What follows belongs to an exercise in optimizing a design on an open flow for small area; a production flow would make more cautious choices.
In this exercise RTL edits were held to simulation tests only and were not proved equivalent to the original.
Power is estimated from default activity; no workload was simulated.

==> flow/design.v <==
package pq_pkg;
    typedef enum logic [1:0] {
        IDLE = 2'b00,
        INS  = 2'b01,
        REM  = 2'b10
    } ctrl_state_t;
endpackage
`timescale 1ns/100ps
module value_router (
    input  logic [32-1:0] slot_key,
    input  logic [32-1:0] carry_key,
    input  logic                  compare_en,
    input  logic                  force_swap,
    output logic                  swap
);
    assign swap = force_swap | (compare_en & (slot_key < carry_key));
endmodule
`timescale 1ns/100ps
module queue_bram (
    input  logic                  clk,
    input  logic                  load,
    input  logic [32-1:0] load_data,
    input  logic                  swap,
    output logic [32-1:0] head,
    output logic [32-1:0] carry
);
    localparam int RING = 16 - 1;
    logic [32-1:0] ring [RING];
    assign head = ring[0];
    always_ff @(posedge clk) begin
        for (int i = 0; i < RING - 1; i++) ring[i] <= ring[i+1];
        ring[RING-1] <= swap ? carry : ring[0];
    end
    always_ff @(posedge clk) begin
        if (load)      carry <= load_data;
        else if (swap) carry <= ring[0];
    end
endmodule
`timescale 1ns/100ps
module queue_controller (
    input  logic       clk,
    input  logic       reset,
    input  logic       insert,
    input  logic       remove,
    output logic       load,
    output logic       compare_en,
    output logic       force_swap,
    output logic       busy,
    output logic       full,
    output logic       empty,
    output logic       data_valid
);
    localparam logic [3:0] LAST = 4'(16 - 2);
    pq_pkg::ctrl_state_t state;
    logic                run;
    logic [3:0]          ofs;
    logic [4:0]          cnt;
    logic idle, acc_rem, active, at_cnt, done, take;
    assign idle    = (state == pq_pkg::IDLE);
    assign full    = cnt[4];
    assign empty   = (cnt == '0);
    assign busy    = !idle;
    assign load    = idle && insert && !full;
    assign acc_rem = idle && remove && !empty;
    assign active     = (state == pq_pkg::INS) && (run || ofs == '0);
    assign at_cnt     = (ofs == cnt[3:0]);
    assign done       = active && (at_cnt || ofs == LAST);
    assign compare_en = active;
    assign force_swap = (active && at_cnt) || (data_valid && full);
    assign take       = data_valid;
    always_ff @(posedge clk) begin
        if (reset) begin
            state      <= pq_pkg::IDLE;
            run        <= 1'b0;
            ofs        <= '0;
            cnt        <= '0;
            data_valid <= 1'b0;
        end else begin
            run        <= active && !done;
            data_valid <= (acc_rem || (state == pq_pkg::REM && !data_valid)) && ofs == LAST;
            if (!take) ofs <= (ofs == LAST) ? '0 : ofs + 1'b1;
            case (state)
                pq_pkg::IDLE: begin
                    if (load)         state <= pq_pkg::INS;
                    else if (acc_rem) state <= pq_pkg::REM;
                end
                pq_pkg::INS: if (done) begin
                    state <= pq_pkg::IDLE;
                    cnt   <= cnt + 1'b1;
                end
                pq_pkg::REM: if (take) begin
                    state <= pq_pkg::IDLE;
                    cnt   <= cnt - 1'b1;
                end
                default: state <= pq_pkg::IDLE;
            endcase
        end
    end
endmodule
`timescale 1ns/100ps
module priority_queue_top (
    input  logic                  clk,
    input  logic                  reset,
    input  logic                  insert,
    input  logic [32-1:0] insert_data,
    input  logic                  remove,
    output logic                  busy,
    output logic                  full,
    output logic                  empty,
    output logic [32-1:0] data_out,
    output logic                  data_valid
);
    logic                  load;
    logic                  compare_en;
    logic                  force_swap;
    logic                  swap;
    logic [32-1:0] head;
    logic [32-1:0] carry;
    queue_controller u_ctrl (
        .clk        (clk),
        .reset      (reset),
        .insert     (insert),
        .remove     (remove),
        .load       (load),
        .compare_en (compare_en),
        .force_swap (force_swap),
        .busy       (busy),
        .full       (full),
        .empty      (empty),
        .data_valid (data_valid)
    );
    value_router u_router (
        .slot_key   (head),
        .carry_key  (carry),
        .compare_en (compare_en),
        .force_swap (force_swap),
        .swap       (swap)
    );
    queue_bram u_bram (
        .clk       (clk),
        .load      (load),
        .load_data (insert_data),
        .swap      (swap),
        .head      (head),
        .carry     (carry)
    );
    assign data_out = head;
endmodule
==> flow/run.sh <==
#!/bin/bash
# synth_recipe.tcl (not shown) runs the flow's synth.tcl, then flattens the netlist and writes it again
# the make line also repeats each setting of config.mk as NAME=value (left out here)
make -C /OpenROAD-flow-scripts/flow DESIGN_CONFIG=/design/flow/config.mk WORK_HOME=/design/flow/orfs CLKGATE_MAP_FILE= SYNTH_SCRIPT=/design/flow/synth_recipe.tcl finish
==> flow/config.mk <==
export PLATFORM = sky130hd
export DESIGN_NAME = priority_queue_top
export DESIGN_NICKNAME = priority_queue_top
export VERILOG_FILES = /design/flow/design.v
export SDC_FILE = /design/flow/constraint.sdc
export NUM_CORES = 4
export LEC_CHECK = 0
export CAP_MARGIN = 20
export CORE_MARGIN = 2
export CORE_UTILIZATION = 40
export PLACE_DENSITY = 0.6
export SLEW_MARGIN = 20
==> flow/constraint.sdc <==
create_clock -name core_clock -period 6.0 [get_ports {clk}]
set_input_delay 1.2000 -clock core_clock [delete_from_list [all_inputs] [get_ports {clk}]]
set_output_delay 1.2000 -clock core_clock [all_outputs]
set_load 0.01 [all_outputs]
==> results.sh, run 1 <==
export IMPL_htree_levels=2
export IMPL_period_minus_slack_ns=3.37
export IMPL_finalCritPeriodShare_pct=56.2
export IMPL_dieArea_mm2=0.0339
export IMPL_setup_slack_ns=2.63
export IMPL_swShare_pct=23.3
export IMPL_antenna_found_initial=0
export IMPL_cp_startpoint="u_ctrl.cnt[0]$_SDFFE_PP0P_"
export IMPL_cp_start_kind="flip-flop"
export IMPL_avgViaCountPerCell=4.11
export IMPL_drt_iter0_markers=359
export IMPL_ys_ff_latch=525
export IMPL_hp_class="reg -> reg"
export IMPL_syn_to_final_growth_pct=22.6
export IMPL_total_power_mw=9.24
export IMPL_endpoint_kind="output pin"
export IMPL_synth_area_mm2=0.0130
export IMPL_grt_max_degree=36
export IMPL_slew_headroom_pct=58.0
export IMPL_drtAntennaViolNets=0
export IMPL_synthArstFlopShare_pct=0
export IMPL_path_clk_slew_ns=0.06
export IMPL_coreArea_mm2=0.0318
export IMPL_leakage_nw=6.54
export IMPL_post_dp_hpwl_mm=11.3
export IMPL_gr_total_overflow=0
export IMPL_grt_pass1_vias=5759
export IMPL_arrival_ns=2.17
export IMPL_synth_area_leader_cell="dfxtp_1"
export IMPL_finalHoldViolations=0
export IMPL_final_util_pct=50.1
export IMPL_setup_violations_final=0
export IMPL_cp_max_fo=5
export IMPL_num_vias=5664
export IMPL_cts_resized=0
export IMPL_rr_endpoint="u_bram.ring[14][16]$_DFF_P_"
export IMPL_cts_tree="done"
export IMPL_final_cells=1377
export IMPL_intPower_mw=7.09
export IMPL_cp_required_ns=4.80
export IMPL_irDropWorstVdd_mv=0.293
export IMPL_place_area_mm2=0.0142
export IMPL_diodes=0
export IMPL_io_pins=72
export IMPL_design_area_mm2=0.0159
export IMPL_clockBufferDepth=3
export IMPL_initial_core_util_pct=40.8
export IMPL_synth_cell_types=51
export IMPL_mostFrequentLayoutCell="dfxtp_1"
export IMPL_ys_seq_area_share_pct=83.4
export IMPL_dp_slack_ns=2.70
export IMPL_clock_latency_ns=0.55
export IMPL_wl_mm=18.3
export IMPL_dr_pass1_iters=4
export IMPL_clockRootBuffer="clkbuf_16"
export IMPL_timing_rr_start="u_bram.carry[6]$_DFFE_PP_"
export IMPL_final_max_slew_viol_count=0
export IMPL_final_cell_mix="dfxtp_1 (493), clkdlybuf4s50_1 (71), mux2_2 (57), clkbuf_16 (54), inv_1 (38)"
export IMPL_power_switching_mw=2.15
export IMPL_synthDominantCellAreaShare_pct=76.0
export IMPL_avgRoutedWirePerCell_um=13.3
export IMPL_pwr_share_clk_pct=33.1
export IMPL_crit_path_end="empty"
export IMPL_drc=0
export IMPL_grt_usage_pct=11.3
export IMPL_placement_io_buffers=71
export IMPL_grt_pass1_wl_mm=29.7
export IMPL_cts_sinks=525
export IMPL_synth_area_per_cell_um2=16.5
export IMPL_holdWs_ns=0.315
export IMPL_ff2ff_setup_slack_ns=3.07
export IMPL_fin_setup_tns_ns=0
export IMPL_power_density_mw_per_mm2=581
export IMPL_grt_setup_unrepaired="no"
export IMPL_synth_nets=860
export IMPL_fp_dieH_um=184
export IMPL_worstSetupPathType="reg -> out"
export IMPL_drive_above_1_share_pct=17.1
export IMPL_fp_dieW_um=184
export IMPL_cts_inserted_buffers=50
export IMPL_tightest_slew_ns=0.627
export IMPL_netlist_top_cells_area="dfxtp_1 (76%), edfxtp_1 (7.4%), mux2_2 (4.9%)"
export IMPL_place_congestion=0.722
export IMPL_reg2reg_depth=9
export IMPL_hold_buffers=0
export IMPL_postCtsSetupBuffers=0
export IMPL_final_nets=976
export IMPL_netlist_instances=786
export IMPL_fmax_ghz=0.297
export IMPL_fin_skew_ns=0.0106
export IMPL_dp_cells=1284
export IMPL_row_count=65
export IMPL_yosysWarnings=3
export IMPL_power_frac_comb_pct=11.7
export IMPL_synth_flop_cell="dfxtp_1"
export IMPL_synth_edf_count=32
export IMPL_status="complete, no violations"
export IMPL_drv_cap=0
export IMPL_power_share_sequential_pct=55.2
cells in the mapped netlist, types with 2 or more instances:
cell type / count
o21ai_0: 12
nor2b_1: 4
a31oi_1: 3
o21ai_1: 2
o211ai_1: 2
mux2_2: 57
edfxtp_1: 32
buf_2: 3
a211oi_1: 3
a21oi_1: 16
xor2_1: 2
nand2_1: 9
dfxtp_1: 493
inv_1: 38
o21a_1: 2
nor2_1: 9
ha_1: 37
mux2_4: 7
nor3_1: 2
buf_6: 3
nor3b_1: 2
nand4_1: 4
and4_1: 2
clkbuf_1: 4
xnor2_1: 7
mux2i_1: 2
nand2b_1: 3
nand3b_1: 3
layout make-up:
type                       count  area (um2)
fill                        2694       15900
sequential                   525       10800
multi-input combinational    213        1960
clock buffer                  69        1490
timing repair buffer          74         773
tap                          435         544
clock inverter                23         181
inverter                      38         143
worst max-delay path, stage by stage (launching register included):
cell and delay [ns]:
dfxtp_1 0.37, or4_1 0.59, nor2_1 0.13, clkdlybuf4s50_1 0.54
power groups by stage:
stage	sequential, mW	combinational, mW	clock (mW)
detailed placement	5.18	1.08	0
CTS	5.13	1.09	3.15
global route	5.23	1.22	3.29
floorplan	5.04	0.700	0
finish	5.10	1.08	3.06
global placement	5.15	1.04	0
how the worst min path moves through the flow:
stage          depth (start not counted)                     endpoint                   startpoint  slack, ns
4_1_cts                                0   u_bram.ring[5][16]$_DFF_P_   u_bram.ring[6][16]$_DFF_P_       0.32
5_1_grt                                0  u_bram.ring[10][21]$_DFF_P_  u_bram.ring[11][21]$_DFF_P_       0.33
6_report                               0    u_bram.ring[3][2]$_DFF_P_    u_bram.ring[4][2]$_DFF_P_       0.32
2_1_floorplan                          0    u_bram.ring[0][0]$_DFF_P_    u_bram.ring[1][0]$_DFF_P_       0.31
3_3_place_gp                           0   u_bram.ring[5][30]$_DFF_P_   u_bram.ring[6][30]$_DFF_P_       0.31
3_5_place_dp                           0  u_bram.ring[12][10]$_DFF_P_  u_bram.ring[13][10]$_DFF_P_       0.31
layer usage:
metal / up-vias / part of all wire (%) / global-route usage (%)
met5: - / 0 / 0
met4: 0 / 3.1 / 4.99
met3: 45 / 4.8 / 3.04
met2: 108 / 41 / 16.7
met1: 2668 / 51 / 15.6
li1: 2843 / - / -
registers in the layout, summed over array words and instances (netlist names):
name               cells
u_ctrl.data_valid      1
u_ctrl.cnt             5
u_ctrl.run             1
u_ctrl.ofs             4
u_ctrl.state           2
u_bram.ring          480
u_bram.carry          32
cell families after synthesis:
family	count (synthesis)	synth area share, %
multiplexers	66	5.91
buffers and inverters	48	1.59
XOR/XNOR	9	0.607
AND/OR/NAND/NOR	49	2.24
flip-flops	525	83.4
AO/OA/AOI/OAI	51	2.53
adder cells (fa/ha/maj)	38	3.72
==> run 2: changes to the inputs <==
--- a/flow/design.v
+++ b/flow/design.v
@@ -13,7 +13,14 @@
     input  logic                  force_swap,
     output logic                  swap
 );
-    assign swap = force_swap | (compare_en & (slot_key < carry_key));
+    logic lt;
+    always_comb begin
+        lt = 1'b0;
+        for (int i = 0; i < 32; i++) begin
+            lt = (slot_key[i] != carry_key[i]) ? carry_key[i] : lt;
+        end
+    end
+    assign swap = force_swap | (compare_en & lt);
 endmodule
 `timescale 1ns/100ps
 module queue_bram (
@@ -31,9 +38,14 @@
         for (int i = 0; i < RING - 1; i++) ring[i] <= ring[i+1];
         ring[RING-1] <= swap ? carry : ring[0];
     end
+    logic sel_load, sel_swap, sel_hold;
+    assign sel_load = load;
+    assign sel_swap = swap & ~load;
+    assign sel_hold = ~(swap | load);
     always_ff @(posedge clk) begin
-        if (load)      carry <= load_data;
-        else if (swap) carry <= ring[0];
+        carry <= ({32{sel_load}} & load_data)
+               | ({32{sel_swap}} & ring[0])
+               | ({32{sel_hold}} & carry);
     end
 endmodule
 `timescale 1ns/100ps
==> flow/flow/run.sh (new file) <==
#!/bin/bash
# Standard layout with three changes: the port buffers use the smallest
# buffer cell, the clock tree uses clkbuf_8 leaves without dummy loads, and
# cells with slack to spare are sized down after placement.
set -euo pipefail
here=$(pwd)
export BUFFER_PORTS_ARGS="-buffer_cell sky130_fd_sc_hd__buf_1"
export CTS_ARGS="-sink_clustering_enable -repair_clock_nets -sink_clustering_size 18 -sink_clustering_max_diameter 40 -buf_list sky130_fd_sc_hd__clkbuf_8 -dont_use_dummy_load"
export POST_RESIZE_TCL="$here/flow/downsize.tcl"
bash standard.sh > standard.log 2>&1
==> flow/flow/downsize.tcl (new file) <==
# Size down cells that have slack to spare
log_cmd repair_timing -recover_power 100
==> flow/standard.sh (new file) <==
#!/bin/bash
# synth_recipe.tcl (not shown) runs the flow's synth.tcl, then flattens the netlist and writes it again
# the make line also repeats each setting of config.mk as NAME=value (left out here)
make -C /OpenROAD-flow-scripts/flow DESIGN_CONFIG=/design/flow/config.mk WORK_HOME=/design/flow/orfs CLKGATE_MAP_FILE= SYNTH_SCRIPT=/design/flow/synth_recipe.tcl "${@:-finish}"
--- a/flow/config.mk
+++ b/flow/config.mk
@@ -7,6 +7,6 @@
 export LEC_CHECK = 0
 export CAP_MARGIN = 20
 export CORE_MARGIN = 2
-export CORE_UTILIZATION = 40
-export PLACE_DENSITY = 0.6
+export CORE_UTILIZATION = 70
+export PLACE_DENSITY = 0.8
 export SLEW_MARGIN = 20
removed: flow/run.sh
==> run 2 against run 1 <==
Still clean on timing, DRC and antenna. Worst hold slack worse by 0.031 ns. Sequential cell count is the same. Via count up 2.8%. Largest power group unchanged. Highest routed layer unchanged.
==> results.sh, run 2 <==
export IMPL_top_regs="u_bram.ring x480, u_bram.carry x32, u_ctrl.cnt x5"
export IMPL_grt_max_degree=64
export IMPL_status="complete, no violations"
export IMPL_worstSetupPathType="reg -> reg"
export IMPL_cts_sinks=525
export IMPL_ys_seq_area_share_pct=82.9
export IMPL_coreArea_mm2=0.0178
export IMPL_drt_iter0_markers=208
export IMPL_irDropWorstVdd_mv=0.387
export IMPL_wl_mm=18.0
export IMPL_pwr_share_clk_pct=19.8
export IMPL_synth_area_leader_cell="dfxtp_1"
export IMPL_grt_pass1_wl_mm=28.6
export IMPL_io_pins=72
export IMPL_htree_levels=2
export IMPL_synth_edf_count=0
export IMPL_synthArstFlopShare_pct=0
export IMPL_holdWs_ns=0.284
export IMPL_drv_cap=0
export IMPL_swShare_pct=24.8
export IMPL_slew_headroom_pct=42.7
export IMPL_mostFrequentLayoutCell="dfxtp_1"
export IMPL_power_switching_mw=1.97
export IMPL_final_cell_mix="dfxtp_1 (525), buf_1 (70), nor2_1 (48), a21oi_1 (47), clkbuf_8 (41)"
export IMPL_fin_setup_tns_ns=0
export IMPL_netlist_instances=870
export IMPL_registers_top_by_ff_count="u_bram.ring"
export IMPL_cts_resized=0
export IMPL_grt_pass1_vias=5771
export IMPL_cp_max_fo=44
export IMPL_drtAntennaViolNets=0
export IMPL_place_congestion=0.767
export IMPL_power_share_sequential_pct=69.8
export IMPL_syn_to_final_growth_pct=8.22
export IMPL_power_frac_comb_pct=10.4
export IMPL_post_dp_hpwl_mm=11.7
export IMPL_fp_dieH_um=139
export IMPL_final_nets=1009
export IMPL_cts_inserted_buffers=41
export IMPL_drc=0
export IMPL_endpoint_kind="flip-flop"
export IMPL_placement_io_buffers=71
export IMPL_grt_usage_pct=19.0
export IMPL_row_count=49
export IMPL_hp_class="reg -> reg"
export IMPL_num_vias=5824
export IMPL_cts_tree="done"
export IMPL_finalHoldViolations=0
export IMPL_yosysWarnings=4
export IMPL_clockRootBuffer="clkbuf_8"
export IMPL_clockBufferDepth=3
export IMPL_postCtsSetupBuffers=0
export IMPL_cp_required_ns=6.35
export IMPL_diodes=0
export IMPL_tightest_slew_ns=0.838
export IMPL_avgViaCountPerCell=4.88
export IMPL_path_clk_slew_ns=0.10
export IMPL_arrival_ns=3.73
export IMPL_dieArea_mm2=0.0192
export IMPL_synth_commonest_cells="dfxtp_1 (525), nor2_1 (48), a21oi_1 (47)"
export IMPL_synth_area_mm2=0.0127
export IMPL_grt_setup_unrepaired="no"
export IMPL_finalCritPeriodShare_pct=56.2
export IMPL_synth_nets=913
export IMPL_synth_area_per_cell_um2=14.6
export IMPL_synthDominantCellAreaShare_pct=82.9
export IMPL_gr_total_overflow=0
export IMPL_ys_ff_latch=525
export IMPL_power_density_mw_per_mm2=579
export IMPL_netlist_top_cells_area="dfxtp_1 (83%), mux2i_1 (2.4%), a21oi_1 (1.9%)"
export IMPL_avgRoutedWirePerCell_um=15.1
export IMPL_intPower_mw=5.97
export IMPL_largest_register_ffs=480
export IMPL_cp_start_kind="flip-flop"
export IMPL_fp_dieW_um=139
export IMPL_leakage_nw=5.83
export IMPL_period_minus_slack_ns=3.37
export IMPL_setup_violations_final=0
export IMPL_fin_skew_ns=0.0622
export IMPL_hold_buffers=0
export IMPL_yosysMostFrequentCell="dfxtp_1"
export IMPL_drive_above_1_share_pct=5.50
export IMPL_clock_latency_ns=0.56
export IMPL_final_max_slew_viol_count=0
export IMPL_synth_flop_cell="dfxtp_1"
export IMPL_fmax_ghz=0.297
export IMPL_initial_core_util_pct=71.0
export IMPL_synth_cell_types=50
export IMPL_dr_pass1_iters=4
export IMPL_antenna_found_initial=1
[run 2: changes by cell type after synthesis, sizes merged, moves of 31 or more]
cell,before,now
mux2,64,14
edfxtp,32,0
nor2,10,48
ha,37,6
dfxtp,493,525
a21oi,16,47
[run 2: through the flow]
stage | power (mW) | cell area (um2) | std cells | util, % | worst slack (ns)
2_1_floorplan | 6.00 | 12700 | 870 | - | 3.67
3_3_place_gp | 6.32 | 13100 | 1151 | 73.6 | 2.30
3_5_place_dp | 6.45 | 13100 | 1151 | 73.5 | 2.02
4_1_cts | 8.02 | 13700 | 1192 | 76.7 | 2.01
5_1_grt | 8.35 | 13700 | 1193 | 76.9 | 2.35
6_report | 7.94 | 13700 | 1193 | 76.9 | 2.63
[run 2: kinds of logic after synthesis]
family,synth area share [%]
DFF,82.9
and+or+nand+nor,4.30
AOI/OAI and AO/OA,5.11
buffers and inverters,1.94
muxes,3.69
adders and majority gates,1.40
xor gates and xnor gates,0.622
[run 2: power by group through the flow]
stage / sequential [mW] / combinational [mW] / clock, mW
global placement: 5.52 / 0.804 / 0
detailed placement: 5.63 / 0.825 / 0
finish: 5.55 / 0.828 / 1.57
floorplan: 5.42 / 0.581 / 0
CTS: 5.57 / 0.831 / 1.62
global route: 5.70 / 0.919 / 1.73
[run 2: worst paths after layout]
kind | startpoint | end | slack [ns] | cells after the start
setup reg to reg | u_bram.ring[0][22]$_DFF_P_ | u_bram.carry[30]$_DFF_P_ | 2.63 | 10
hold / removal | u_bram.ring[13][28]$_DFF_P_ | u_bram.ring[12][28]$_DFF_P_ | 0.28 | 0
setup / recovery | u_bram.ring[0][22]$_DFF_P_ | u_bram.carry[30]$_DFF_P_ | 2.63 | 10
hold reg to reg | u_bram.ring[13][28]$_DFF_P_ | u_bram.ring[12][28]$_DFF_P_ | 0.28 | 0
[run 2: final cells by class]
| type | count | area [um2] |
|---|---|---|
| Timing Repair Buffer | 74 | 309 |
| Inverter | 33 | 124 |
| Sequential cell | 525 | 10500 |
| Fill cell | 1070 | 4130 |
| Multi-Input combinational cell | 291 | 1920 |
| Clock buffer | 41 | 564 |
| Tap cell | 229 | 287 |
[run 2: worst max-delay path, stage by stage, from the launching register on]
cell	delay [ns]
dfxtp_1	0.41
nor2b_1	0.20
a2111oi_0	0.13
a211oi_1	0.43
o2111ai_1	0.19
o2111ai_1	0.22
o2111ai_1	0.19
a21boi_4	0.45
buf_4	0.56
mux2i_1	0.26
a21oi_1	0.09
[run 2: per-layer routing]
layer | global-route usage, % | up-vias | routed length, um
li1 | - | 2982 | -
met1 | 26.9 | 2719 | 8780
met2 | 29.1 | 84 | 8080
met3 | 4.04 | 39 | 692
met4 | 7.57 | 0 | 463
met5 | 0 | - | 0
==> run 3: changes to the inputs <==
--- a/flow/design.v
+++ b/flow/design.v
@@ -62,50 +62,56 @@
     output logic       empty,
     output logic       data_valid
 );
-    localparam logic [3:0] LAST = 4'(16 - 2);
-    pq_pkg::ctrl_state_t state;
-    logic                run;
-    logic [3:0]          ofs;
-    logic [4:0]          cnt;
-    logic idle, acc_rem, active, at_cnt, done, take;
-    assign idle    = (state == pq_pkg::IDLE);
-    assign full    = cnt[4];
-    assign empty   = (cnt == '0);
+    localparam logic [3:0] S0  = 4'b0001;
+    localparam logic [3:0] S1  = 4'b0010;
+    localparam logic [3:0] S14 = 4'b1000;
+    function automatic logic [3:0] step_up(input logic [3:0] s);
+        step_up = {s[2:0], s[3] ^ s[2]};
+    endfunction
+    function automatic logic [3:0] step_down(input logic [3:0] s);
+        step_down = {s[0] ^ s[3], s[3:1]};
+    endfunction
+    logic       ins;
+    logic       run;
+    logic       rem;
+    logic [3:0] ofs;
+    logic [3:0] cnt_code;
+    logic       cnt_hi;
+    logic idle, acc_rem, at_head, at_last, at_cnt, active, done;
+    assign idle    = !(ins || rem);
+    assign full    = cnt_hi && (cnt_code == S1);
+    assign empty   = !cnt_hi && (cnt_code == S0);
     assign busy    = !idle;
+    assign at_head = (ofs == S0);
+    assign at_last = (ofs == S14);
+    assign at_cnt  = !cnt_hi && (ofs == cnt_code);
     assign load    = idle && insert && !full;
     assign acc_rem = idle && remove && !empty;
-    assign active     = (state == pq_pkg::INS) && (run || ofs == '0);
-    assign at_cnt     = (ofs == cnt[3:0]);
-    assign done       = active && (at_cnt || ofs == LAST);
+    assign data_valid = rem && at_head;
+    assign active     = ins && (run || at_head);
+    assign done       = active && (at_cnt || at_last);
     assign compare_en = active;
     assign force_swap = (active && at_cnt) || (data_valid && full);
-    assign take       = data_valid;
     always_ff @(posedge clk) begin
         if (reset) begin
-            state      <= pq_pkg::IDLE;
-            run        <= 1'b0;
-            ofs        <= '0;
-            cnt        <= '0;
-            data_valid <= 1'b0;
+            ins      <= 1'b0;
+            run      <= 1'b0;
+            rem      <= 1'b0;
+            ofs      <= S0;
+            cnt_code <= S0;
+            cnt_hi   <= 1'b0;
         end else begin
-            run        <= active && !done;
-            data_valid <= (acc_rem || (state == pq_pkg::REM && !data_valid)) && ofs == LAST;
-            if (!take) ofs <= (ofs == LAST) ? '0 : ofs + 1'b1;
-            case (state)
-                pq_pkg::IDLE: begin
-                    if (load)         state <= pq_pkg::INS;
-                    else if (acc_rem) state <= pq_pkg::REM;
-                end
-                pq_pkg::INS: if (done) begin
-                    state <= pq_pkg::IDLE;
-                    cnt   <= cnt + 1'b1;
-                end
-                pq_pkg::REM: if (take) begin
-                    state <= pq_pkg::IDLE;
-                    cnt   <= cnt - 1'b1;
-                end
-                default: state <= pq_pkg::IDLE;
-            endcase
+            ins <= load || (ins && !done);
+            run <= active && !done;
+            rem <= acc_rem || (rem && !data_valid);
+            ofs <= data_valid ? S0 : step_up(ofs);
+            if (done) begin
+                cnt_code <= step_up(cnt_code);
+                if (cnt_code == S14) cnt_hi <= 1'b1;
+            end else if (data_valid) begin
+                cnt_code <= step_down(cnt_code);
+                if (cnt_code == S0) cnt_hi <= 1'b0;
+            end
         end
     end
 endmodule
==> flow/flow/run.sh (replaced) <==
#!/bin/bash
# Standard layout with three changes: the port buffers use the smallest
# buffer cell, the clock tree uses clkbuf_4 leaves without dummy loads, and
# cells with slack to spare are sized down after placement.
set -euo pipefail
here=$(pwd)
export BUFFER_PORTS_ARGS="-buffer_cell sky130_fd_sc_hd__buf_1"
export CTS_ARGS="-sink_clustering_enable -repair_clock_nets -sink_clustering_size 12 -sink_clustering_max_diameter 30 -buf_list sky130_fd_sc_hd__clkbuf_4 -dont_use_dummy_load"
export POST_RESIZE_TCL="$here/flow/downsize.tcl"
bash standard.sh > standard.log 2>&1
==> run 3 against run 2 <==
Still clean. Core utilization fell by 1.2 points. Worst setup slack got worse by 0.84 ns. Via count rose by 4.0%. Sequential power fell by 17%. Non-clock buffer count fell by 2. Sequential cell count fell by 1.
==> results.sh, run 3 <==
export IMPL_cp_required_ns=6.58
export IMPL_synthDominantCellAreaShare_pct=83.2
export IMPL_synth_commonest_cells="dfxtp_1 (524), inv_1 (35), a221o_1 (33)"
export IMPL_final_cells=1160
export IMPL_top_regs="u_bram.ring x480, u_bram.carry x32"
export IMPL_drt_iter0_markers=354
export IMPL_finalHoldViolations=0
export IMPL_cts_resized=0
export IMPL_hp_class="reg -> reg"
export IMPL_tightest_slew_ns=0.956
export IMPL_drtAntennaViolNets=0
export IMPL_leakage_nw=5.49
export IMPL_rr_endpoint="u_bram.carry[6]$_DFF_P_"
export IMPL_syn_to_final_growth_pct=7.03
export IMPL_final_cell_mix="dfxtp_1 (524), buf_1 (70), clkbuf_4 (56), inv_1 (35), a221o_1 (33)"
export IMPL_netlist_instances=820
export IMPL_avgRoutedWirePerCell_um=16.9
export IMPL_clock_latency_ns=0.70
export IMPL_cts_sinks=524
export IMPL_fin_skew_ns=0.0853
export IMPL_grt_pass1_wl_mm=31.5
export IMPL_synth_flop_cell="dfxtp_1"
export IMPL_fillers=1015
export IMPL_dieArea_mm2=0.0191
export IMPL_yosysMostFrequentCell="dfxtp_1"
export IMPL_fp_dieH_um=138
export IMPL_cts_tree="done"
export IMPL_finalCritPeriodShare_pct=70.2
export IMPL_timing_rr_start="u_ctrl.ofs[3]$_SDFF_PP0_"
export IMPL_synth_nets=860
export IMPL_hold_buffers=0
export IMPL_synthArstFlopShare_pct=0
export IMPL_drv_cap=0
export IMPL_coreArea_mm2=0.0178
export IMPL_hold_end="u_bram.ring[10][3]$_DFF_P_"
export IMPL_wl_mm=19.5
export IMPL_grt_max_degree=39
export IMPL_synth_cell_types=55
export IMPL_fp_dieW_um=138
export IMPL_htree_levels=2
export IMPL_reg2reg_depth=11
export IMPL_antenna_found_initial=0
export IMPL_postCtsSetupBuffers=0
export IMPL_dr_pass1_iters=5
export IMPL_placement_io_buffers=71
export IMPL_clockRootBuffer="clkbuf_4"
export IMPL_num_vias=6056
export IMPL_gr_total_overflow=0
export IMPL_worstSetupPathType="reg -> reg"
export IMPL_cts_inserted_buffers=56
export IMPL_hp_start="u_bram.ring[11][3]$_DFF_P_"
export IMPL_avgViaCountPerCell=5.22
export IMPL_endpoint_kind="flip-flop"
export IMPL_io_pins=72
export IMPL_netlist_top_cells_area="dfxtp_1 (83%), a221o_1 (2.6%), mux2_2 (2.3%)"
export IMPL_slew_headroom_pct=36.2
export IMPL_clockBufferDepth=3
export IMPL_fin_setup_tns_ns=0
export IMPL_status="complete, no violations"
export IMPL_largest_register_ffs=480
export IMPL_synth_area_mm2=0.0126
export IMPL_drc=0
export IMPL_drive_above_1_share_pct=9.24
export IMPL_row_count=49
export IMPL_cp_max_fo=19
export IMPL_ys_ff_latch=524
export IMPL_synth_area_per_cell_um2=15.4
export IMPL_ff2ff_setup_slack_ns=1.79
export IMPL_initial_core_util_pct=70.7
export IMPL_synth_area_leader_cell="dfxtp_1"
export IMPL_mostFrequentLayoutCell="dfxtp_1"
export IMPL_irDropWorstVdd_mv=0.328
export IMPL_path_clk_slew_ns=0.11
export IMPL_synth_edf_count=0
export IMPL_final_max_slew_viol_count=0
export IMPL_diodes=0
export IMPL_holdPathStages=0
export IMPL_dp_cells=1104
export IMPL_final_nets=973
export IMPL_period_minus_slack_ns=4.21
export IMPL_fmax_ghz=0.237
export IMPL_cp_start_kind="flip-flop"
export IMPL_ys_seq_area_share_pct=83.2
export IMPL_registers_top_by_ff_count="u_bram.ring"
export IMPL_power_density_mw_per_mm2=484
export IMPL_grt_pass1_vias=6325
export IMPL_yosysWarnings=4
export IMPL_post_dp_hpwl_mm=12.9
export IMPL_setup_violations_final=0
export IMPL_place_congestion=0.853
export IMPL_arrival_ns=4.79
export IMPL_grt_setup_unrepaired="no"
export IMPL_grt_usage_pct=20.9
## run 3: cell types whose count changed after synthesis, moves of 10 or more
cell     change
a221o_1     +33
a21oi_2     +10
and2_1      +17
o21ai_0     -16
nand2_1     -20
mux2i_1     -25
a21oi_1     -29
nor2_1      -33
mux2_1      -13
mux2_2      +25
## run 3: routing by layer
| layer | part of all wire (%) | track usage (%) | up-vias |
|---|---|---|---|
| met4 | 2.7 | 8.70 | 0 |
| li1 | - | - | 2945 |
| met3 | 6.4 | 5.33 | 40 |
| met1 | 43 | 26.3 | 2858 |
| met2 | 48 | 34.8 | 213 |
| met5 | 0 | 0 | - |
## run 3: metrics by stage
| step | setup slack (ns) | util (%) | area [um2] | total power [mW] | hold slack [ns] |
|---|---|---|---|---|---|
| 6_report | 1.79 | 75.7 | 13500 | 6.54 | 0.275 |
| 5_1_grt | 1.53 | 75.7 | 13500 | 6.85 | 0.275 |
| 3_5_place_dp | 1.21 | 73.2 | 13100 | 5.25 | 0.312 |
| 4_1_cts | 1.15 | 75.6 | 13500 | 6.60 | 0.280 |
| 2_1_floorplan | 2.80 | - | 12600 | 4.97 | 0.310 |
| 3_3_place_gp | 1.86 | 73.4 | 13100 | 5.18 | 0.310 |
## run 3: report_power, final
part | leakage [nW] | switching [mW] | internal (mW)
clock network | 0.258 | 0.924 | 0.430
logic | 0.935 | 0.328 | 0.262
registers | 4.30 | 0.314 | 4.28
total | 5.49 | 1.57 | 4.97
## run 3: worst max path at each step
stage,startpoint,to,cells past startpoint,slack (ns)
3_3_place_gp,insert,u_bram.carry[6]$_DFF_P_,7,1.86
6_report,u_ctrl.ofs[3]$_SDFF_PP0_,u_bram.carry[6]$_DFF_P_,11,1.79
5_1_grt,u_ctrl.ofs[2]$_SDFF_PP0_,u_bram.carry[0]$_DFF_P_,11,1.53
3_5_place_dp,u_bram.ring[0][12]$_DFF_P_,u_bram.ring[14][14]$_DFF_P_,8,1.21
4_1_cts,u_bram.ring[0][12]$_DFF_P_,u_bram.ring[14][12]$_DFF_P_,8,1.15
2_1_floorplan,insert,u_bram.carry[12]$_DFF_P_,9,2.80
## run 3: worst max-delay path, stage by stage (launching register included)
cell and delay (ns):
dfxtp_1 0.39, inv_1 0.06, ha_1 0.18, and3b_1 0.24, nand2_4 0.12, clkinvlp_2 0.28
and2_1 0.30, or4_1 0.52, a211o_1 0.25, or4b_1 0.92, nand2_1 0.62, a221o_1 0.25
## run 3: cell families (layout without fill, tap and decap cells)
kind of cell	count (synthesis)	after routing	share of synthesized area [%]
mux	32	32	2.80
compound gates	98	98	6.33
flops	524	524	83.2
buf+inv	53	164	1.89
xor+xnor	5	5	0.347
fa+ha+maj	10	10	0.873
simple gates	98	98	4.59
## run 3: cell type report
| type | instances | area (um2) | share of cell area (%) |
|---|---|---|---|
| sequential | 524 | 10500 | 77.7 |
| timing repair buffer | 72 | 274 | 2.03 |
| multi-input combinational | 243 | 1890 | 14.0 |
| inverter | 36 | 136 | 1.01 |
| clock buffer | 56 | 420 | 3.11 |
| tap | 229 | 287 | 2.12 |
==> run 4: changes to the inputs <==
==> flow/flow/run.sh (replaced) <==
#!/bin/bash
# Standard layout with four changes: synthesis maps the logic with an
# area-oriented ABC script, the port buffers use the smallest buffer cell,
# the clock tree uses small clkbuf_4 leaves without dummy loads, and cells
# with slack to spare are sized down after placement.
set -euo pipefail
here=$(pwd)
# ORFS scripts as shipped, but with ABC's mapping script replaced
cp -r "$FLOW_HOME/scripts" "$here/orfs_scripts"
cp "$here/flow/abc_area.script" "$here/orfs_scripts/abc_speed.script"
export SCRIPTS_DIR="$here/orfs_scripts"
export BUFFER_PORTS_ARGS="-buffer_cell sky130_fd_sc_hd__buf_1"
export CTS_ARGS="-sink_clustering_enable -repair_clock_nets -sink_clustering_size 12 -sink_clustering_max_diameter 30 -buf_list sky130_fd_sc_hd__clkbuf_4 -dont_use_dummy_load"
export POST_RESIZE_TCL="$here/flow/downsize.tcl"
bash standard.sh > standard.log 2>&1
==> flow/flow/abc_area.script (new file) <==
strash
dc2
dch -f
map -a
topo
stime -c
==> run 4 against run 3 <==
Worst hold slack lost 0.014 ns. Final area shrank 3.3%. Sequential share of layout area grew 2.6 points. Maximum frequency shrank 19%. Power shrank 4.5%. Synthesized area shrank 4.4%. Critical path depth grew 20. Core utilization grew 0.91 points. Sequential power shrank 2%. Wire length shrank 5.8%. Largest cell class unchanged. Largest power group unchanged. Highest routed layer unchanged.
==> results.sh, run 4 <==
export IMPL_drive_above_1_share_pct=6.61
export IMPL_synth_flop_cell="dfxtp_1"
export IMPL_synth_nets=878
export IMPL_finalCritPeriodShare_pct=87.2
export IMPL_dr_pass1_iters=4
export IMPL_path_clk_slew_ns=0.12
export IMPL_fin_skew_ns=0.0637
export IMPL_postCtsSetupBuffers=0
export IMPL_netlist_top_cells_area="dfxtp_1 (87%), nand2_1 (3.0%), a22oi_1 (2.7%)"
export IMPL_fp_dieW_um=135
export IMPL_hp_class="reg -> reg"
export IMPL_cts_sinks=524
export IMPL_grt_max_degree=69
export IMPL_mostFrequentLayoutCell="dfxtp_1"
export IMPL_synth_cell_types=21
export IMPL_synth_edf_count=0
export IMPL_period_minus_slack_ns=5.23
export IMPL_fmax_ghz=0.191
export IMPL_irDropWorstVdd_mv=0.254
export IMPL_hold_buffers=0
export IMPL_final_max_slew_viol_count=0
export IMPL_fp_dieH_um=135
export IMPL_drtAntennaViolNets=0
export IMPL_cp_startpoint="u_bram.carry[1]$_DFF_P_"
export IMPL_leakage_nw=5.21
export IMPL_dp_cells=1137
export IMPL_wl_mm=18.4
export IMPL_grt_pass1_vias=5961
export IMPL_top_regs="u_bram.ring x480, u_bram.carry x32"
export IMPL_synthDominantCellAreaShare_pct=87.0
export IMPL_setup_slack_ns=0.766
export IMPL_cp_max_fo=17
export IMPL_grt_pass1_wl_mm=29.3
export IMPL_dp_slack_ns=0.642
export IMPL_grt_usage_pct=20.8
export IMPL_htree_levels=2
export IMPL_yosysWarnings=4
export IMPL_initial_core_util_pct=70.7
export IMPL_num_vias=6014
export IMPL_place_congestion=0.792
export IMPL_dieArea_mm2=0.0183
export IMPL_cts_inserted_buffers=56
export IMPL_timing_rr_start="u_bram.carry[1]$_DFF_P_"
export IMPL_synth_area_leader_cell="dfxtp_1"
export IMPL_arrival_ns=5.76
export IMPL_ff2ff_setup_slack_ns=0.77
export IMPL_tightest_slew_ns=1.06
export IMPL_cp_required_ns=6.53
export IMPL_registers_top_by_ff_count="u_bram.ring"
export IMPL_syn_to_final_growth_pct=8.27
export IMPL_largest_register_ffs=480
export IMPL_cts_tree="done"
export IMPL_grt_setup_unrepaired="no"
export IMPL_synth_area_per_cell_um2=14.4
export IMPL_synth_commonest_cells="dfxtp_1 (524), nand2_1 (97), clkinv_1 (55)"
export IMPL_ys_ff_latch=524
export IMPL_power_density_mw_per_mm2=478
export IMPL_final_cell_mix="dfxtp_1 (524), nand2_1 (97), buf_1 (70), clkbuf_4 (56), clkinv_1 (54)"
export IMPL_slowest_stage="clkbuf_1"
export IMPL_clock_latency_ns=0.69
export IMPL_cp_start_kind="flip-flop"
export IMPL_total_power_mw=6.24
export IMPL_placement_io_buffers=71
export IMPL_hold_end="u_bram.ring[11][29]$_DFF_P_"
export IMPL_yosysMostFrequentCell="dfxtp_1"
export IMPL_hp_start="u_bram.ring[12][29]$_DFF_P_"
export IMPL_final_util_pct=76.6
export IMPL_clockBufferDepth=3
export IMPL_netlist_instances=838
export IMPL_avgViaCountPerCell=5.04
export IMPL_status="complete, no violations"
export IMPL_clockRootBuffer="clkbuf_4"
export IMPL_finalHoldViolations=0
export IMPL_post_dp_hpwl_mm=11.6
export IMPL_drv_cap=0
export IMPL_endpoint_kind="flip-flop"
export IMPL_drt_iter0_markers=326
export IMPL_synthArstFlopShare_pct=0
export IMPL_setup_violations_final=0
export IMPL_slew_headroom_pct=29.1
export IMPL_fin_setup_tns_ns=0
export IMPL_io_pins=72
export IMPL_drc=0
export IMPL_holdPathStages=0
export IMPL_reg2reg_depth=31
export IMPL_final_cells=1194
export IMPL_final_nets=1010
export IMPL_coreArea_mm2=0.0171
export IMPL_row_count=48
export IMPL_avgRoutedWirePerCell_um=15.4
export IMPL_ys_seq_area_share_pct=87.0
export IMPL_synth_area_mm2=0.0121
export IMPL_gr_total_overflow=0
export IMPL_rr_endpoint="u_bram.carry[26]$_DFF_P_"
export IMPL_worstSetupPathType="reg -> reg"
export IMPL_antenna_found_initial=1
export IMPL_cts_resized=0
export IMPL_cpPeakStageDelay_ns=0.43
==> run 4: cell type report <==
class / instances / area (um2)
multi-input cells: 259 / 1380
repair buffers: 74 / 283
fillers: 1046 / 4000
flip-flops and latches: 524 / 10500
clock buffers: 56 / 420
inverters: 55 / 206
diodes: 1 / 2.50
well taps: 225 / 282
==> run 4: cells by family (layout without fill, tap and decap cells) <==
kind of cell	Yosys count	count (layout)	share of synthesized area, %
buf+inv	55	185	1.71
compound gates	127	127	6.78
fa+ha+maj	4	4	0.415
simple gates	128	128	4.14
flops	524	524	87.0
other cells	0	1	0
==> run 4: power by group <==
part | leakage, nW | total (mW) | switching, mW | internal (mW)
Combinational | 0.669 | 0.401 | 0.257 | 0.144
Sequential | 4.29 | 4.48 | 0.267 | 4.21
Clock | 0.258 | 1.37 | 0.936 | 0.429
Total | 5.21 | 6.24 | 1.46 | 4.79
==> run 4: worst max-delay path: cells and delay by family (launching register included) <==
family,cells,cell delay [ns]
AO/OA/AOI/OAI,22,3.64
buffers and inverters,3,0.59
flip-flops,1,0.36
AND/OR/NAND/NOR,6,0.49
==> run 4: how the worst max path moves through the flow <==
stage                               endpoint  slack, ns
floorplan           u_bram.carry[26]$_DFF_P_       0.09
global placement    u_bram.carry[26]$_DFF_P_       1.13
detailed placement  u_bram.carry[26]$_DFF_P_       0.64
CTS                 u_bram.carry[26]$_DFF_P_       0.69
global route        u_bram.carry[26]$_DFF_P_       0.19
finish              u_bram.carry[26]$_DFF_P_       0.77
==> run 4: metal layers <==
metal	GRT usage (%)	routed length [um]	up-vias
li1	-	-	2987
met1	28.7	8710	2812
met2	31.9	8260	171
met3	5.27	981	44
met4	8.91	458	0
met5	0	0	-
==> run 4: metrics by stage <==
stage	hold slack (ns)	cell area, um2
global route	0.241	13100
detailed placement	0.312	12600
floorplan	0.310	12100
global placement	0.310	12600
CTS	0.264	13100
finish	0.261	13100
==> run 5: changes to the inputs <==
--- a/flow/flow/run.sh
+++ b/flow/flow/run.sh
@@ -10,6 +10,6 @@
 cp "$here/flow/abc_area.script" "$here/orfs_scripts/abc_speed.script"
 export SCRIPTS_DIR="$here/orfs_scripts"
 export BUFFER_PORTS_ARGS="-buffer_cell sky130_fd_sc_hd__buf_1"
-export CTS_ARGS="-sink_clustering_enable -repair_clock_nets -sink_clustering_size 12 -sink_clustering_max_diameter 30 -buf_list sky130_fd_sc_hd__clkbuf_4 -dont_use_dummy_load"
+export CTS_ARGS="-sink_clustering_enable -repair_clock_nets -sink_clustering_size 12 -sink_clustering_max_diameter 40 -buf_list sky130_fd_sc_hd__clkbuf_4 -dont_use_dummy_load"
 export POST_RESIZE_TCL="$here/flow/downsize.tcl"
 bash standard.sh > standard.log 2>&1
--- a/flow/config.mk
+++ b/flow/config.mk
@@ -7,6 +7,6 @@
 export LEC_CHECK = 0
 export CAP_MARGIN = 20
 export CORE_MARGIN = 2
-export CORE_UTILIZATION = 70
-export PLACE_DENSITY = 0.8
+export CORE_UTILIZATION = 85
+export PLACE_DENSITY = 0.92
 export SLEW_MARGIN = 20
==> run 5 against run 4 <==
Synthesized cell count stayed put. Synthesized area stayed put. The run now fails in 3_5_place_dp.
==> results.sh, run 5 <==
export IMPL_status="did not finish"
export IMPL_synth_area_leader_cell="dfxtp_1"
export IMPL_netlist_instances=838
export IMPL_place_congestion=0.857
export IMPL_yosysWarnings=4
export IMPL_post_dp_hpwl_mm=17.1
export IMPL_fp_dieW_um=123
export IMPL_synthDominantCellAreaShare_pct=87.0
export IMPL_row_count=43
export IMPL_error="[ERROR DPL-0033] detailed placement checks failed during check placement."
export IMPL_synth_nets=878
export IMPL_placement_io_buffers=71
export IMPL_ys_ff_latch=524
export IMPL_synthArstFlopShare_pct=0
export IMPL_ys_seq_area_share_pct=87.0
export IMPL_initial_core_util_pct=86.9
export IMPL_synth_commonest_cells="dfxtp_1 (524), nand2_1 (97), clkinv_1 (55)"
export IMPL_synth_area_per_cell_um2=14.4
export IMPL_synth_edf_count=0
export IMPL_fp_dieH_um=123
export IMPL_synth_area_mm2=0.0121
export IMPL_io_pins=72
export IMPL_synth_cell_types=21
export IMPL_synth_flop_cell="dfxtp_1"
export IMPL_netlist_top_cells_area="dfxtp_1 (87%), nand2_1 (3.0%), a22oi_1 (2.7%)"
export IMPL_stop_stage="3_5_place_dp"
export IMPL_yosysMostFrequentCell="dfxtp_1"
run 5: cell counts after synthesis:
Identical to the previous run, type by type.
run 5: worst min path at each step:
stage | from | to | slack [ns] | cells after the start
global placement | u_bram.ring[9][19]$_DFF_P_ | u_bram.ring[8][19]$_DFF_P_ | 0.31 | 0
floorplan | u_bram.ring[1][0]$_DFF_P_ | u_bram.ring[0][0]$_DFF_P_ | 0.31 | 0
run 5: logic make-up after synthesis:
group           Yosys count  share of synthesized area (%)
flops                   524                           87.0
simple gates            128                           4.14
compound gates          127                           6.78
buf+inv                  55                           1.71
fa+ha+maj                 4                          0.415
run 5: stage by stage:
stage | cells | cell area (um2) | worst slack, ns
after global placement | 1092 | 12600 | 1.24
after floorplan | 838 | 12100 | 0.0933
run 5: power groups by stage:
stage / combinational [mW] / clock [mW] / sequential (mW)
3_3_place_gp: 0.376 / 0 / 4.51
2_1_floorplan: 0.252 / 0 / 4.45
==> run 6: changes to the inputs <==
--- a/flow/config.mk
+++ b/flow/config.mk
@@ -7,6 +7,6 @@
 export LEC_CHECK = 0
 export CAP_MARGIN = 20
 export CORE_MARGIN = 2
-export CORE_UTILIZATION = 85
-export PLACE_DENSITY = 0.92
+export CORE_UTILIZATION = 78
+export PLACE_DENSITY = 0.86
 export SLEW_MARGIN = 20
==> run 6 against run 5 <==
The run now finishes clean. Synthesized area is the same. Synthesized cell count is the same.
==> results.sh, run 6 <==
export IMPL_fmax_ghz=0.182
export IMPL_irDropWorstVdd_mv=0.311
export IMPL_final_max_slew_viol_count=0
export IMPL_synth_edf_count=0
export IMPL_synth_area_per_cell_um2=14.4
export IMPL_cp_max_fo=24
export IMPL_swShare_pct=24.1
export IMPL_multi_input_area_mm2=0.00138
export IMPL_grt_pass1_wl_mm=32.7
export IMPL_yosysMostFrequentCell="dfxtp_1"
export IMPL_fp_dieH_um=128
export IMPL_slew_headroom_pct=59.4
export IMPL_mostFrequentLayoutCell="dfxtp_1"
export IMPL_hp_class="reg -> reg"
export IMPL_grt_max_degree=69
export IMPL_final_cell_mix="dfxtp_1 (524), nand2_1 (97), buf_1 (70), clkinv_1 (55), clkbuf_4 (50)"
export IMPL_ys_ff_latch=524
export IMPL_synthDominantCellAreaShare_pct=87.0
export IMPL_seqCellArea_mm2=0.0105
export IMPL_cts_inserted_buffers=49
export IMPL_drc=0
export IMPL_slowest_stage="dfxtp_1"
export IMPL_synth_cell_types=21
export IMPL_total_power_mw=6.25
export IMPL_dp_slack_ns=0.201
export IMPL_period_minus_slack_ns=5.50
export IMPL_place_area_mm2=0.0126
export IMPL_path_clk_slew_ns=0.12
export IMPL_dieArea_mm2=0.0165
export IMPL_avgViaCountPerCell=5.48
export IMPL_registers_top_by_ff_count="u_bram.ring"
export IMPL_clockRootBuffer="clkbuf_4"
export IMPL_grt_pass1_vias=6522
export IMPL_pwr_share_clk_pct=21.0
export IMPL_yosysWarnings=4
export IMPL_cp_start_kind="flip-flop"
export IMPL_holdWs_ns=0.299
export IMPL_ys_seq_area_share_pct=87.0
export IMPL_placement_io_buffers=71
export IMPL_synth_nets=878
export IMPL_power_density_mw_per_mm2=481
export IMPL_coreArea_mm2=0.0151
export IMPL_design_area_mm2=0.0130
export IMPL_clock_latency_ns=0.70
export IMPL_fillers=680
export IMPL_netlist_top_cells_area="dfxtp_1 (87%), nand2_1 (3.0%), a22oi_1 (2.7%)"
export IMPL_top_regs="u_bram.ring x480, u_bram.carry x32"
export IMPL_synth_area_mm2=0.0121
export IMPL_fp_dieW_um=128
export IMPL_synth_commonest_cells="dfxtp_1 (524), nand2_1 (97), clkinv_1 (55)"
export IMPL_cts_tree="done"
export IMPL_htree_levels=2
export IMPL_fin_setup_tns_ns=0
export IMPL_tightest_slew_ns=0.606
export IMPL_synth_area_leader_cell="dfxtp_1"
export IMPL_post_dp_hpwl_mm=13.5
export IMPL_clockBufferDepth=3
export IMPL_num_vias=6318
export IMPL_power_share_sequential_pct=72.0
export IMPL_synth_flop_cell="dfxtp_1"
export IMPL_cpPeakStageDelay_ns=0.36
export IMPL_fin_skew_ns=0.0515
export IMPL_setup_violations_final=0
export IMPL_dr_pass1_iters=5
export IMPL_syn_to_final_growth_pct=7.75
export IMPL_netlist_instances=838
export IMPL_worstSetupPathType="reg -> reg"
export IMPL_synthArstFlopShare_pct=0
export IMPL_power_switching_mw=1.51
export IMPL_wl_mm=20.7
export IMPL_antenna_found_initial=1
export IMPL_final_cells=1152
export IMPL_endpoint_kind="flip-flop"
export IMPL_leakage_nw=5.20
export IMPL_dp_cells=1101
export IMPL_final_util_pct=85.8
export IMPL_arrival_ns=6.05
export IMPL_final_nets=1005
export IMPL_cts_sinks=524
export IMPL_row_count=45
export IMPL_grt_setup_unrepaired="no"
export IMPL_io_pins=72
export IMPL_grt_usage_pct=25.9
export IMPL_avgRoutedWirePerCell_um=18.0
export IMPL_drv_cap=0
export IMPL_initial_core_util_pct=79.7
export IMPL_drt_iter0_markers=436
export IMPL_gr_total_overflow=0
export IMPL_setup_slack_ns=0.496
export IMPL_drtAntennaViolNets=0
export IMPL_cp_required_ns=6.54
export IMPL_place_congestion=0.910
export IMPL_power_frac_comb_pct=7.1
export IMPL_drive_above_1_share_pct=6.02
export IMPL_intPower_mw=4.74
export IMPL_largest_register_ffs=480
export IMPL_status="complete, no violations"
export IMPL_finalHoldViolations=0
export IMPL_finalCritPeriodShare_pct=91.7
run 6: cell counts after synthesis:
Identical to the previous run, type by type.
run 6: what timing repair did:
item,in CTS,in global routing
buffers inserted,0,0
endpoints found under the setup margin,0,4
hold buffers,0,0
resized for setup,0,2
run 6: power groups by stage:
stage | Combinational, mW | Sequential, mW | Clock [mW]
finish | 0.441 | 4.50 | 1.31
global route | 0.486 | 4.55 | 1.46
CTS | 0.427 | 4.50 | 1.34
detailed placement | 0.422 | 4.57 | 0
global placement | 0.375 | 4.51 | 0
floorplan | 0.252 | 4.45 | 0
run 6: kinds of logic (layout without fill, tap and decap cells):
logic type | after synthesis | after routing | synth area share, %
AO/OA/AOI/OAI | 127 | 127 | 6.78
adder cells (fa/ha/maj) | 4 | 4 | 0.415
buffers and inverters | 55 | 180 | 1.71
flip-flops | 524 | 524 | 87.0
other | 0 | 1 | 0
AND/OR/NAND/NOR | 128 | 128 | 4.14
run 6: worst paths after layout:
kind	from	endpoint	slack [ns]	cells past startpoint
max reg2reg	u_bram.carry[2]$_DFF_P_	u_bram.carry[27]$_DFF_P_	0.50	31
min	u_bram.ring[7][18]$_DFF_P_	u_bram.ring[6][18]$_DFF_P_	0.30	0
min reg2reg	u_bram.ring[7][18]$_DFF_P_	u_bram.ring[6][18]$_DFF_P_	0.30	0
max	u_bram.carry[2]$_DFF_P_	u_bram.carry[27]$_DFF_P_	0.50	31
run 6: critical path, delay by kind of cell (launching register included):
family                 cells  cell delay [ns]
flip-flops                 1             0.36
buffers and inverters      3             0.51
AND/OR/NAND/NOR            6             0.51
AO/OA/AOI/OAI             22             3.95
run 6: final cells by class:
| class | count | area share (%) |
|---|---|---|
| inverter | 55 | 1.59 |
| sequential | 524 | 80.7 |
| clock buffer | 49 | 2.83 |
| tap | 188 | 1.81 |
| timing repair buffer | 76 | 2.47 |
| antenna | 1 | 0.0193 |
| multi-input combinational | 259 | 10.6 |
run 6: routing by layer:
metal,global-route usage [%],vias up,routed length (um)
met5,0,-,0
met4,12.0,0,782
met3,5.57,86,1310
met2,43.1,292,10100
met1,33.0,2963,8510
li1,-,2977,-
==> run 7: changes to the inputs <==
==> flow/design.v (replaced) <==
package pq_pkg;
    typedef enum logic [1:0] {
        IDLE = 2'b00,
        INS  = 2'b01,
        REM  = 2'b10
    } ctrl_state_t;
endpackage
`timescale 1ns/100ps
module value_router (
    input  logic [32-1:0] slot_key,
    input  logic [32-1:0] carry_n,
    input  logic                  compare_en,
    input  logic                  force_swap,
    output logic                  swap
);
    localparam int HALF = 32 / 2;
    logic ge_lo, ge_hi0, ge_hi1, ge;
    always_comb begin
        ge_lo  = 1'b1;
        ge_hi0 = 1'b0;
        ge_hi1 = 1'b1;
        for (int i = 0; i < HALF; i++) begin
            ge_lo = (slot_key[i] & carry_n[i]) | (ge_lo & (slot_key[i] | carry_n[i]));
        end
        for (int i = HALF; i < 32; i++) begin
            ge_hi0 = (slot_key[i] & carry_n[i]) | (ge_hi0 & (slot_key[i] | carry_n[i]));
            ge_hi1 = (slot_key[i] & carry_n[i]) | (ge_hi1 & (slot_key[i] | carry_n[i]));
        end
        ge = ge_lo ? ge_hi1 : ge_hi0;
    end
    assign swap = force_swap | (compare_en & ~ge);
endmodule
`timescale 1ns/100ps
module queue_bram (
    input  logic                  clk,
    input  logic                  load,
    input  logic [32-1:0] load_data,
    input  logic                  swap,
    output logic [32-1:0] head,
    output logic [32-1:0] carry_n
);
    localparam int RING = 16 - 1;
    logic [32-1:0] ring [RING];
    logic [32-1:0] carry;
    assign head  = ring[0];
    assign carry = ~carry_n;
    always_ff @(posedge clk) begin
        for (int i = 0; i < RING - 1; i++) ring[i] <= ring[i+1];
        ring[RING-1] <= swap ? carry : ring[0];
    end
    logic sel_load, sel_swap, sel_hold;
    assign sel_load = load;
    assign sel_swap = swap & ~load;
    assign sel_hold = ~(swap | load);
    always_ff @(posedge clk) begin
        carry_n <= ~(({32{sel_load}} & load_data)
                   | ({32{sel_swap}} & ring[0])
                   | ({32{sel_hold}} & carry));
    end
endmodule
`timescale 1ns/100ps
module queue_controller (
    input  logic       clk,
    input  logic       reset,
    input  logic       insert,
    input  logic       remove,
    output logic       load,
    output logic       compare_en,
    output logic       force_swap,
    output logic       busy,
    output logic       full,
    output logic       empty,
    output logic       data_valid
);
    localparam logic [3:0] S0   = 4'b0001;
    localparam logic [3:0] S14  = 4'b1000;
    localparam logic [3:0] ZERO = 4'b0000;
    logic       st_ins;
    logic       st_alt;
    logic [3:0] ofs;
    logic [3:0] cnt;
    logic       cnt_full;
    logic idle, ins_wait, ins_run, rem;
    logic acc_rem, at_head, at_last, at_cnt, active, done;
    logic cnt_last, cnt_zero;
    assign idle     = !st_ins && !st_alt;
    assign ins_wait = st_ins && !st_alt;
    assign ins_run  = st_ins && st_alt;
    assign rem      = !st_ins && st_alt;
    assign full     = cnt_full;
    assign empty    = (cnt == S0);
    assign busy     = !idle;
    assign at_head  = (ofs == S0);
    assign at_last  = (ofs == S14);
    assign at_cnt   = (ofs == cnt);
    assign cnt_last = (cnt == S14);
    assign cnt_zero = (cnt == ZERO);
    assign load     = idle && insert && !full;
    assign acc_rem  = idle && remove && !empty;
    assign data_valid = rem && at_head;
    assign active     = ins_run || (ins_wait && at_head);
    assign done       = active && (at_cnt || at_last);
    assign compare_en = active;
    assign force_swap = (active && at_cnt) || (data_valid && full);
    always_ff @(posedge clk) begin
        if (reset) begin
            st_ins   <= 1'b0;
            st_alt   <= 1'b0;
            ofs      <= S0;
            cnt      <= S0;
            cnt_full <= 1'b0;
        end else begin
            st_ins <= load || (st_ins && !done);
            st_alt <= acc_rem || (rem && !data_valid) || (active && !done);
            ofs <= data_valid ? S0 : {ofs[2:0], ofs[3] ^ ofs[2]};
            if (done) begin
                cnt <= {cnt[2:0], (cnt[3] ^ cnt[2]) && !cnt_last};
                if (cnt_zero) cnt_full <= 1'b1;
            end else if (data_valid) begin
                if (cnt_full) cnt_full <= 1'b0;
                else          cnt <= {(cnt[0] ^ cnt[3]) || cnt_zero, cnt[3:1]};
            end
        end
    end
endmodule
`timescale 1ns/100ps
module priority_queue_top (
    input  logic                  clk,
    input  logic                  reset,
    input  logic                  insert,
    input  logic [32-1:0] insert_data,
    input  logic                  remove,
    output logic                  busy,
    output logic                  full,
    output logic                  empty,
    output logic [32-1:0] data_out,
    output logic                  data_valid
);
    logic                  load;
    logic                  compare_en;
    logic                  force_swap;
    logic                  swap;
    logic [32-1:0] head;
    logic [32-1:0] carry_n;
    queue_controller u_ctrl (
        .clk        (clk),
        .reset      (reset),
        .insert     (insert),
        .remove     (remove),
        .load       (load),
        .compare_en (compare_en),
        .force_swap (force_swap),
        .busy       (busy),
        .full       (full),
        .empty      (empty),
        .data_valid (data_valid)
    );
    value_router u_router (
        .slot_key   (head),
        .carry_n    (carry_n),
        .compare_en (compare_en),
        .force_swap (force_swap),
        .swap       (swap)
    );
    queue_bram u_bram (
        .clk       (clk),
        .load      (load),
        .load_data (insert_data),
        .swap      (swap),
        .head      (head),
        .carry_n   (carry_n)
    );
    assign data_out = head;
endmodule
==> flow/flow/abc_area.script (replaced) <==
strash
dc2
&get -n
&dch -f
&nf -a -R 1000
&put
topo
stime -c
--- a/flow/config.mk
+++ b/flow/config.mk
@@ -7,6 +7,6 @@
 export LEC_CHECK = 0
 export CAP_MARGIN = 20
 export CORE_MARGIN = 2
-export CORE_UTILIZATION = 78
-export PLACE_DENSITY = 0.86
+export CORE_UTILIZATION = 70
+export PLACE_DENSITY = 0.8
 export SLEW_MARGIN = 20
==> run 7 against run 6 <==
First-iteration DRC count decreased by 19%. Die area increased by 8.6%. Worst hold slack improved by 0.0051 ns. Combinational power increased by 12%. Maximum frequency increased by 9.2%. Sequential power increased by 12%. Clock power about the same. Worst setup slack improved by 0.46 ns. Sequential cell count decreased by 1. Critical path depth decreased by 3. Final area decreased by 1.8%. Critical path type unchanged. Highest routed layer unchanged.
==> results.sh, run 7 <==
export IMPL_status="complete, no violations"
export IMPL_synth_area_mm2=0.0118
export IMPL_ys_ff_latch=523
export IMPL_gr_total_overflow=0
export IMPL_cp_max_fo=32
export IMPL_synth_flop_cell="dfxtp_1"
export IMPL_postCtsSetupBuffers=0
export IMPL_leakage_nw=5.11
export IMPL_cts_resized=0
export IMPL_row_count=47
export IMPL_fin_skew_ns=0.0796
export IMPL_fillers=952
export IMPL_place_congestion=0.796
export IMPL_grt_busiest_layer="met2"
export IMPL_synthArstFlopShare_pct=0
export IMPL_period_minus_slack_ns=5.04
export IMPL_final_cells=1105
export IMPL_drtAntennaViolNets=0
export IMPL_cp_start_kind="flip-flop"
export IMPL_clockRootBuffer="clkbuf_4"
export IMPL_clock_latency_ns=0.68
export IMPL_top_regs="u_bram.ring x480, u_bram.carry_n x32"
export IMPL_use_met3_pct=5.71
export IMPL_hp_class="reg -> reg"
export IMPL_grt_setup_unrepaired="no"
export IMPL_grt_pass1_vias=5815
export IMPL_slew_headroom_pct=54.9
export IMPL_setup_slack_ns=0.960
export IMPL_synth_cell_types=24
export IMPL_grt_pass1_wl_mm=27.9
export IMPL_cts_inserted_buffers=50
export IMPL_slowest_stage="or2_2"
export IMPL_synth_area_per_cell_um2=15.5
export IMPL_synthDominantCellAreaShare_pct=88.8
export IMPL_fmax_ghz=0.198
export IMPL_dr_pass1_iters=5
export IMPL_synth_edf_count=0
export IMPL_irDropWorstVdd_mv=0.308
export IMPL_yosysMostFrequentCell="dfxtp_1"
export IMPL_worstSetupPathType="reg -> reg"
export IMPL_arrival_ns=5.57
export IMPL_cp_required_ns=6.53
export IMPL_cts_tree="done"
export IMPL_clockBufferDepth=3
export IMPL_antenna_found_initial=1
export IMPL_coreArea_mm2=0.0165
export IMPL_power_frac_comb_pct=7.3
export IMPL_io_pins=72
export IMPL_power_density_mw_per_mm2=534
export IMPL_largest_register_ffs=480
export IMPL_setup_violations_final=0
export IMPL_synth_commonest_cells="dfxtp_1 (523), nor2_1 (80), a21oi_1 (44)"
export IMPL_crit_family="compound AO/OA/AOI/OAI gates"
export IMPL_htree_levels=2
export IMPL_grt_usage_pct=19.8
export IMPL_registers_top_by_ff_count="u_bram.ring"
export IMPL_final_nets=924
export IMPL_yosysWarnings=4
export IMPL_dieArea_mm2=0.0179
export IMPL_synthMuxAreaShare_pct=0
export IMPL_path_clk_slew_ns=0.11
export IMPL_cpPeakStageDelay_ns=0.58
export IMPL_mostFrequentLayoutCell="dfxtp_1"
export IMPL_avgRoutedWirePerCell_um=15.5
export IMPL_yosys_area_share_simple_pct=3.61
export IMPL_crit_buf_inv=0
export IMPL_synth_compound_area_share_pct=6.87
export IMPL_ys_seq_area_share_pct=88.8
export IMPL_final_cell_mix="dfxtp_1 (523), nor2_1 (79), buf_1 (70), clkbuf_4 (50), a21oi_1 (44)"
export IMPL_syn_to_final_growth_pct=8.27
export IMPL_placement_io_buffers=71
export IMPL_synth_nets=798
export IMPL_seqCellArea_mm2=0.0105
export IMPL_fp_dieW_um=134
export IMPL_met2_usage_pct=30.4
export IMPL_cts_sinks=523
export IMPL_use_met1_pct=27.3
export IMPL_multi_input_area_mm2=0.00132
export IMPL_avgViaCountPerCell=5.15
export IMPL_post_dp_hpwl_mm=10.8
export IMPL_synth_top_family_by_area="compound AO/OA/AOI/OAI gates"
export IMPL_wl_mm=17.2
export IMPL_initial_core_util_pct=71.4
export IMPL_intPower_mw=5.19
export IMPL_dp_cells=1053
export IMPL_netlist_top_cells_area="dfxtp_1 (89%), a221oi_1 (2.9%), nor2_1 (2.5%)"
export IMPL_tightest_slew_ns=0.676
export IMPL_finalCritPeriodShare_pct=84.0
export IMPL_finalHoldViolations=0
export IMPL_pwr_share_clk_pct=19.1
export IMPL_fin_setup_tns_ns=0
export IMPL_synthAdderAreaFrac_pct=0.212
export IMPL_drt_iter0_markers=352
export IMPL_fp_dieH_um=134
export IMPL_swShare_pct=23.8
export IMPL_synth_xor_xnor_area_share_pct=0.371
export IMPL_drc=0
export IMPL_num_vias=5692
export IMPL_drive_above_1_share_pct=6.33
export IMPL_crit_top_cell="o21ai_0"
export IMPL_endpoint_kind="flip-flop"
export IMPL_dp_slack_ns=0.449
export IMPL_netlist_instances=760
export IMPL_power_switching_mw=1.63
export IMPL_drv_cap=0
export IMPL_synth_area_leader_cell="dfxtp_1"
export IMPL_hold_buffers=0
export IMPL_grt_max_degree=97
export IMPL_power_share_sequential_pct=73.6
export IMPL_final_max_slew_viol_count=0
-- run 7: metal layers --
metal | part of all wire, % | vias up
li1 | - | 2800
met1 | 47 | 2691
met2 | 45 | 157
met3 | 5.5 | 44
met4 | 2.4 | 0
met5 | 0 | -
-- run 7: final cells by class --
type,instances,share of cell area [%]
diodes,1,0.0196
clock buffers,50,2.94
inverters,5,0.147
multi-input cells,232,10.3
flip-flops and latches,523,82.0
well taps,220,2.16
repair buffers,74,2.42
-- run 7: cells by family (layout without fill, tap and decap cells) --
group                      after synthesis  in the layout
xor gates and xnor gates                 5              5
buffers and inverters                    5            129
adders and majority gates                2              2
and+or+nand+nor                        104            104
DFF                                    523            523
AOI/OAI and AO/OA                      121            121
other                                    0              1
-- run 7: final timing paths --
path | depth (start not counted) | from | end | slack, ns
worst min-delay path | 0 | u_bram.ring[11][30]$_DFF_P_ | u_bram.ring[10][30]$_DFF_P_ | 0.30
worst max register to register | 28 | u_bram.ring[0][2]$_DFF_P_ | u_bram.carry_n[3]$_DFF_P_ | 0.96
worst max-delay path | 28 | u_bram.ring[0][2]$_DFF_P_ | u_bram.carry_n[3]$_DFF_P_ | 0.96
worst min register to register | 0 | u_bram.ring[11][30]$_DFF_P_ | u_bram.ring[10][30]$_DFF_P_ | 0.30
-- run 7: metrics by stage --
step	util [%]	hold slack (ns)	power, mW	area, um2
3_5_place_dp	74.8	0.312	5.59	12400
3_3_place_gp	74.8	0.310	5.49	12400
6_report	77.3	0.304	6.82	12800
2_1_floorplan	-	0.310	5.25	11800
4_1_cts	77.1	0.299	6.88	12700
5_1_grt	77.3	0.300	7.17	12800
-- run 7: power groups by stage --
stage	Combinational [mW]	Sequential, mW	Clock, mW
finish	0.494	5.02	1.30
global route	0.555	5.13	1.48
CTS	0.494	5.03	1.35
detailed placement	0.487	5.10	0
global placement	0.459	5.03	0
floorplan	0.298	4.95	0

-- what the ideal ports hide --
The results above use ideal ports. As a check the final layouts listed here were re-extracted and re-timed, cells and wires unchanged. Step 1 assumes that a clkbuf_16 drives the clock port and a buf_2 every other input. Step 2 adds t to the input delays and takes it off the output delays; t is the mean of the earliest and latest rising clock arrival at the registers after step 1. Input paths then give back, and output paths get back, about the clock's delay inside the block. Slacks: no drivers / after step 1 / after step 2; pairs: no drivers / after step 1.
run | t (ns) | slack for setup (ns) | slew at the worst register clock pin (ns)
run 1 | 0.591 | 2.630 / 2.580 / 2.952 | 0.06 / 0.06
run 2 | 0.572 | 2.628 / 2.628 / 2.628 | 0.10 / 0.10
run 3 | 0.692 | 1.786 / 1.786 / 1.689 | 0.11 / 0.11
run 4 | 0.698 | 0.766 / 0.766 / 0.766 | 0.12 / 0.12
run 6 | 0.709 | 0.496 / 0.496 / 0.496 | 0.12 / 0.12
run 7 | 0.680 | 0.960 / 0.960 / 0.960 | 0.12 / 0.12
After both steps setup and hold are still met in every run listed. The setup slack of run 3, which loses most, moves by 0.000 ns with the drivers and by -0.097 ns with both steps.
